Source: an optimization exercise on an open RTL-to-GDS flow (aim: small area, a short achievable clock period and few clock cycles). Production flows keep margins and buffers that such runs may drop. Function was checked by simulation only, so behaviour that the tests miss may differ from the original. No activity file was given, so power comes from the tool's default toggle rates.

**design/flow/config.mk**
```make
export PLATFORM = sky130hd
export DESIGN_NAME = sorted_list_pool
export DESIGN_NICKNAME = sorted_list_pool
export VERILOG_FILES = /design/flow/design.v
export SDC_FILE = /design/flow/constraint.sdc
export NUM_CORES = 4
export LEC_CHECK = 0
export CAP_MARGIN = 20
export CORE_MARGIN = 2
export CORE_UTILIZATION = 30
export SLEW_MARGIN = 20
```
**design/flow/constraint.sdc**
```tcl
create_clock -name core_clock -period 8.0 [get_ports {clk_i}]
set_input_delay 1.6000 -clock core_clock [delete_from_list [all_inputs] [get_ports {clk_i}]]
set_output_delay 1.6000 -clock core_clock [all_outputs]
set_load 0.01 [all_outputs]
```
**design/flow/design.v**
```verilog
package slp_pkg;
  localparam logic [1:0] KIND_INSERT = 2'd0;
  localparam logic [1:0] KIND_DELETE = 2'd1;
  localparam logic [1:0] KIND_SHOW   = 2'd2;
  localparam logic [1:0] STATUS_DONE  = 2'd0;
  localparam logic [1:0] STATUS_FULL  = 2'd1;
  localparam logic [1:0] STATUS_EMPTY = 2'd2;
endpackage
module sorted_list_pool (
  input  logic        clk_i,
  input  logic        rst_ni,
  input  logic        start,
  input  logic [1:0]  in_kind,
  input  logic [31:0] in_value,
  output logic        busy,
  output logic        res_valid_o,
  output logic [1:0]  res_status,
  output logic [3:0]  res_slot,
  output logic [31:0] res_entry_value,
  output logic [4:0]  res_removed,
  output logic        res_last
);
  localparam int N = 16;
  logic        cmd_vld_q;
  logic [1:0]  cmd_kind_q;
  logic [31:0] cmd_val_q;
  logic        shw_act_q;
  logic [3:0]  shw_j_q;
  logic        busy_q;
  logic [4:0]  cnt_q;
  logic [N-1:0] used_q;
  logic [31:0] val_q  [N];
  logic [3:0]  rank_q [N];
  logic        accept;
  assign accept = start && !busy_q;
  logic [N-1:0] ge, eq;
  for (genvar s = 0; s < N; s++) begin : g_cmp
    assign ge[s] = $signed(val_q[s]) >= $signed(cmd_val_q);
    assign eq[s] = val_q[s] == cmd_val_q;
  end
  logic is_ins, is_del, is_show, is_nop, full, empty, ins_ok;
  assign is_ins  = cmd_vld_q && (cmd_kind_q == slp_pkg::KIND_INSERT);
  assign is_del  = cmd_vld_q && (cmd_kind_q == slp_pkg::KIND_DELETE);
  assign is_show = (cmd_vld_q && (cmd_kind_q == slp_pkg::KIND_SHOW)) || shw_act_q;
  assign is_nop  = cmd_vld_q && (cmd_kind_q == 2'd3);
  assign full    = cnt_q[4];
  assign empty   = (cnt_q == 5'd0);
  assign ins_ok  = is_ins && !full;
  logic [N-1:0] fs_oh;
  logic [3:0]   fs;
  assign fs_oh = ~used_q & (used_q + 16'd1);
  always_comb begin
    fs = '0;
    for (int s = 0; s < N; s++) if (fs_oh[s]) fs = fs | 4'(s);
  end
  logic [N-1:0] pc_in;
  logic [4:0]   pc;
  assign pc_in = used_q & (is_ins ? ~ge : eq);
  always_comb begin
    pc = '0;
    for (int s = 0; s < N; s++) pc = pc + 5'(pc_in[s]);
  end
  logic [N-1:0] sel;
  logic [31:0]  sel_val;
  logic [3:0]   sel_slot;
  for (genvar s = 0; s < N; s++) begin : g_sel
    assign sel[s] = used_q[s] && (rank_q[s] == shw_j_q);
  end
  always_comb begin
    sel_val  = '0;
    sel_slot = '0;
    for (int s = 0; s < N; s++) begin
      sel_val  = sel_val  | (sel[s] ? val_q[s] : 32'd0);
      sel_slot = sel_slot | (sel[s] ? 4'(s) : 4'd0);
    end
  end
  logic show_last;
  assign show_last = (5'(shw_j_q) + 5'd1) == cnt_q;
  logic [4:0] cnt_d;
  always_comb begin
    cnt_d = cnt_q;
    if (ins_ok)      cnt_d = cnt_q + 5'd1;
    else if (is_del) cnt_d = cnt_q - pc;
  end
  logic [3:0] delta;
  assign delta = is_ins ? 4'd1 : -pc[3:0];
  for (genvar s = 0; s < N; s++) begin : g_slot
    logic wr, bump;
    assign wr   = ins_ok && fs_oh[s];
    assign bump = used_q[s] && (is_ins ? (ins_ok && ge[s]) : (is_del && ge[s] && !eq[s]));
    always_ff @(posedge clk_i) begin
      if (wr) begin
        val_q[s]  <= cmd_val_q;
        rank_q[s] <= pc[3:0];
      end else if (bump) begin
        rank_q[s] <= rank_q[s] + delta;
      end
    end
  end
  always_ff @(posedge clk_i or negedge rst_ni) begin
    if (!rst_ni) begin
      used_q <= '0;
    end else if (ins_ok) begin
      used_q <= used_q | fs_oh;
    end else if (is_del) begin
      used_q <= used_q & ~eq;
    end
  end
  always_ff @(posedge clk_i or negedge rst_ni) begin
    if (!rst_ni) begin
      cmd_vld_q <= 1'b0;
      shw_act_q <= 1'b0;
      busy_q    <= 1'b0;
      cnt_q     <= '0;
    end else begin
      cmd_vld_q <= accept;
      cnt_q     <= cnt_d;
      shw_act_q <= is_show && !empty && !show_last;
      busy_q    <= accept ? ((in_kind == slp_pkg::KIND_SHOW) && (cnt_d > 5'd1))
                          : (is_show && ((5'(shw_j_q) + 5'd2) < cnt_q));
    end
  end
  always_ff @(posedge clk_i) begin
    if (accept) begin
      cmd_kind_q <= in_kind;
      cmd_val_q  <= in_value;
    end
    shw_j_q <= (is_show && !accept) ? shw_j_q + 4'd1 : 4'd0;
  end
  logic        out_vld_q;
  logic [1:0]  out_status_q;
  logic [3:0]  out_slot_q;
  logic [31:0] out_val_q;
  logic [4:0]  out_rem_q;
  logic        out_last_q;
  always_ff @(posedge clk_i or negedge rst_ni) begin
    if (!rst_ni) begin
      out_vld_q <= 1'b0;
    end else begin
      out_vld_q <= cmd_vld_q || shw_act_q;
    end
  end
  always_ff @(posedge clk_i) begin
    out_status_q <= slp_pkg::STATUS_DONE;
    out_slot_q   <= '0;
    out_val_q    <= '0;
    out_rem_q    <= '0;
    out_last_q   <= 1'b1;
    if (is_ins) begin
      if (full) begin
        out_status_q <= slp_pkg::STATUS_FULL;
      end else begin
        out_slot_q <= fs;
        out_val_q  <= cmd_val_q;
      end
    end else if (is_del) begin
      out_rem_q <= pc;
    end else if (is_show) begin
      if (empty) begin
        out_status_q <= slp_pkg::STATUS_EMPTY;
      end else begin
        out_slot_q <= sel_slot;
        out_val_q  <= sel_val;
        out_last_q <= show_last;
      end
    end
  end
  assign busy            = busy_q;
  assign res_valid_o     = out_vld_q;
  assign res_status      = out_status_q;
  assign res_slot        = out_slot_q;
  assign res_entry_value = out_val_q;
  assign res_removed     = out_rem_q;
  assign res_last        = out_last_q;
endmodule
```
**design/flow/run.sh**
```bash
#!/bin/bash
# synth_recipe.tcl (not shown) runs the flow's synth.tcl, then flattens the netlist and writes it again
# the make line also repeats each setting of config.mk as NAME=value (left out here)
make -C /OpenROAD-flow-scripts/flow DESIGN_CONFIG=/design/flow/config.mk WORK_HOME=/design/flow/orfs CLKGATE_MAP_FILE= SYNTH_SCRIPT=/design/flow/synth_recipe.tcl finish
```
==> impl_metrics.yaml <==
sta:
  setup_viol: 0
  setup_tns_ns: 0
  worst_pin_slew_ns: 1.13
  hold_violations: 0
  fmax_mhz: 129
  clock-skew-final_ns: 0.0386
  period_needed_ns: 7.77
  timing.final.crit_share_pct: 97.1
  slew_headroom_pct: 24.4
  fin_ws_ns: 0.230
  report.final.slew_viol_count: 0
grt:
  track_usage_pct: 22.4
  grt_pass1_vias: 30900
  overflow: 0
  grt_max_degree: 48
  antenna_found_initial: 7
  grt_pass1_wl_um: 221000
pwr:
  max-vdd-ir-drop_uv: 212
  cellLeakagePower_nw: 18.9
  power_density_nw_per_um2: 250
synthesis:
  syn_area_um2: 40000
  synth_ff_type: "edfxtp_1"
  ys_seq_area_share_pct: 49.8
  syn_area_per_cell_um2: 12.3
  syn_nets: 3904
  synthDistinctLibCells: 88
  ys_warn_count: 3
  synth_cells: 3261
  ys_ff_latch: 683
  async_reset_ff_share_pct: 3.66
  synth_edf_count: 610
worst_setup_path:
  max_stage_delay_ns: 0.59
  critPathKind: "flip-flop to flip-flop"
  cpMaxStageDelayCell: "or4_1"
  regToRegStartpoint: "cmd_val_q[31]"
  worst_setup_path_start_kind: "flip-flop"
  r2r_slack_ns: 0.23
  crit_arrival_ns: 8.21
  cpMostUsedCell: "fa_1"
  path_max_fanout: 8
  reg2reg_to: "rank_q[1][3]"
  worstPathRequired_ns: 8.44
  ff2ff_path_depth: 29
  end_kind: "flip-flop"
route:
  num_vias: 31100
  first_iter_violations: 3706
  dr.pass1.iters: 5
  vias_per_cell: 5.79
  drc: 0
  totalWireLength_um: 155000
  ant_nets: 0
  avgRoutedWirePerCell_um: 28.9
hold_path:
  min_to: "shw_j_q[0]"
  hold_class: "flip-flop to flip-flop"
  hold_depth: 1
  hold_start: "shw_j_q[0]"
placed_design:
  hpwlAfterDp_um: 106000
  dp_slack_ns: -0.388
  numPortBuffers: 82
  gp_congestion: 0.969
floorplanning:
  die_area_um2: 136000
  die_x_um: 369
  die_h_um: 369
  num_rows: 133
  start_util_pct: 30.3
  coreArea_um2: 132000
  ios: 83
clocking:
  numCtsBuffers: 86
  cts.clk_slew.worst_paths_ns: 0.06
  clockBufferDepth: 3
  cts_max_level: 3
  cts_sinks: 683
  cts_tree: "yes"
  root_buffer: "clkbuf_16"
  clock_latency_ns: 0.71
final_layout:
  fillers: 12800
  drive_gt1_share_pct: 13.3
  final_common_cell: "edfxtp_1"
  nets: 4192
  fin_util_pct: 36.1
  final_cell_mix: "edfxtp_1 (610), ha_1 (574), a21oi_1 (230)"
  areaGrowthSynthToFinish_pct: 19.2
outcome:
  status: "no timing/DRC/antenna violations"
flow_run:
  cap_violations: 0
==> final cells by class <==
| cell class | count | area (µm²) | area share (%) |
|---|---|---|---|
| Multi-Input combinational cell | 2359 | 19600 | 41.1 |
| Antenna cell | 1 | 2.50 | 0.00525 |
| Inverter | 119 | 457 | 0.958 |
| Tap cell | 1755 | 2200 | 4.60 |
| Sequential cell | 683 | 19900 | 41.7 |
| Clock buffer | 121 | 2420 | 5.07 |
| Timing Repair Buffer | 300 | 2650 | 5.57 |
| Clock inverter | 41 | 462 | 0.968 |
==> synth_stat cells, types with 40 or more instances <==
cell type / count / area (µm²)
edfxtp_1: 610 / 18300
a22o_1: 58 / 508
nor2_1: 121 / 454
ha_1: 579 / 7240
a221oi_1: 63 / 552
xnor2_1: 65 / 569
a21oi_1: 241 / 1210
nand2_1: 134 / 503
o21ai_0: 93 / 465
a21o_1: 179 / 1340
nor2b_1: 40 / 250
xor2_1: 60 / 526
nand3_1: 91 / 455
a22oi_1: 140 / 1050
inv_1: 118 / 443
dfxtp_1: 48 / 961
clkbuf_1: 45 / 169
nand4_1: 124 / 776
==> flip-flops by register name, indices dropped and copies added (netlist names), 5 cells and up <==
name and flops:
used_q 16, cnt_q 5, val_q 512, rank_q 64, out_val_q 32, cmd_val_q 32, out_rem_q 5
==> what timing repair did <==
item / 4_1_cts / 5_1_grt
gates cloned: 0 / 1
endpoints found under the setup margin: 47 / 46
buffers inserted: 1 / 10
pin swaps: 1 / 44
gates resized for setup: 8 / 47
hold buffers: 0 / 0
==> per-layer routing <==
metal	vias to the layer above	part of all wire (%)	wire length, µm	global-route usage (%)
met4	8	4.3	6710	8.95
met1	15400	40	62200	29.0
met5	-	0.077	119	0.499
li1	13500	-	-	-
met3	383	11	16500	5.84
met2	1841	45	69900	35.4
==> worst max-delay path, delay by kind of cell, from the launching register on <==
family	cells	cell delay [ns]
buffers and inverters	6	0.77
adders and majority gates	9	3.77
muxes	1	0.15
and+or+nand+nor	7	1.55
xor gates and xnor gates	2	0.29
AOI/OAI and AO/OA	4	0.59
DFF	1	0.36
==> where the power goes <==
part | total (mW) | switching (mW) | internal, mW
sequential | 4.41 | 0.165 | 4.24
combinational | 3.47 | 2.10 | 1.37
clock | 4.05 | 1.69 | 2.35
total | 11.9 | 3.96 | 7.97
==> per-stage QoR <==
step	power (mW)	cells	area (µm²)	hold WS, ns
2_1_floorplan	6.38	3261	40000	0.462
6_report	11.9	5379	47700	0.482
4_1_cts	11.9	5368	47400	0.489
5_1_grt	12.4	5378	47700	0.517
3_5_place_dp	7.83	5205	44400	0.477
3_3_place_gp	7.78	5205	44400	0.474
==> kinds of logic (layout without fill, tap and decap cells) <==
logic type | after synthesis | count (layout) | share of synthesized area, %
xor gates and xnor gates | 126 | 126 | 2.78
and+or+nand+nor | 683 | 683 | 9.40
buffers and inverters | 219 | 581 | 2.36
adders and majority gates | 606 | 606 | 19.5
other | 0 | 1 | 0
muxes | 24 | 24 | 0.657
AOI/OAI and AO/OA | 920 | 920 | 15.6
DFF | 683 | 683 | 49.8
==> worst max path at each step <==
stage,startpoint,to,slack (ns),cells after the start
5_1_grt,cmd_val_q[31],rank_q[10][3],-0.03,31
3_5_place_dp,cmd_val_q[1],rank_q[14][3],-0.39,32
4_1_cts,cmd_val_q[26],rank_q[14][3],0.02,33
2_1_floorplan,cmd_val_q[1],rank_q[0][3],0.09,30
3_3_place_gp,cmd_val_q[1],rank_q[14][3],-0.36,32
6_report,cmd_val_q[31],rank_q[1][3],0.23,29
Testbench counts, summed over its fixed seeds: cycles 8,436.

what the ideal ports hide:
Ports are ideal in the flow. The routed layout listed here was re-timed in OpenROAD. Step 1 (the two cells are an assumption about what drives the block):
set clk [get_ports {clk_i}]
set_driving_cell -lib_cell sky130_fd_sc_hd__clkbuf_16 $clk
set_driving_cell -lib_cell sky130_fd_sc_hd__buf_2 [delete_from_list [all_inputs] $clk]
Step 2 moves the port delays by t, midway between the first and last clock arrival at a register: inputs arrive t later, outputs are due t later. That takes back most of the time a late clock gives input paths. a / b / c = no drivers / after step 1 / after step 2; a / b = the first two.
shift t [ns]: 0.768
setup WS [ns]: 0.230 / 0.230 / 0.230
latest minus earliest clock arrival (ns): 0.039 / 0.039
After both steps setup and hold are still met in this run. The setup slack of this run moves by 0.000 ns with the drivers and by 0.000 ns with both steps.
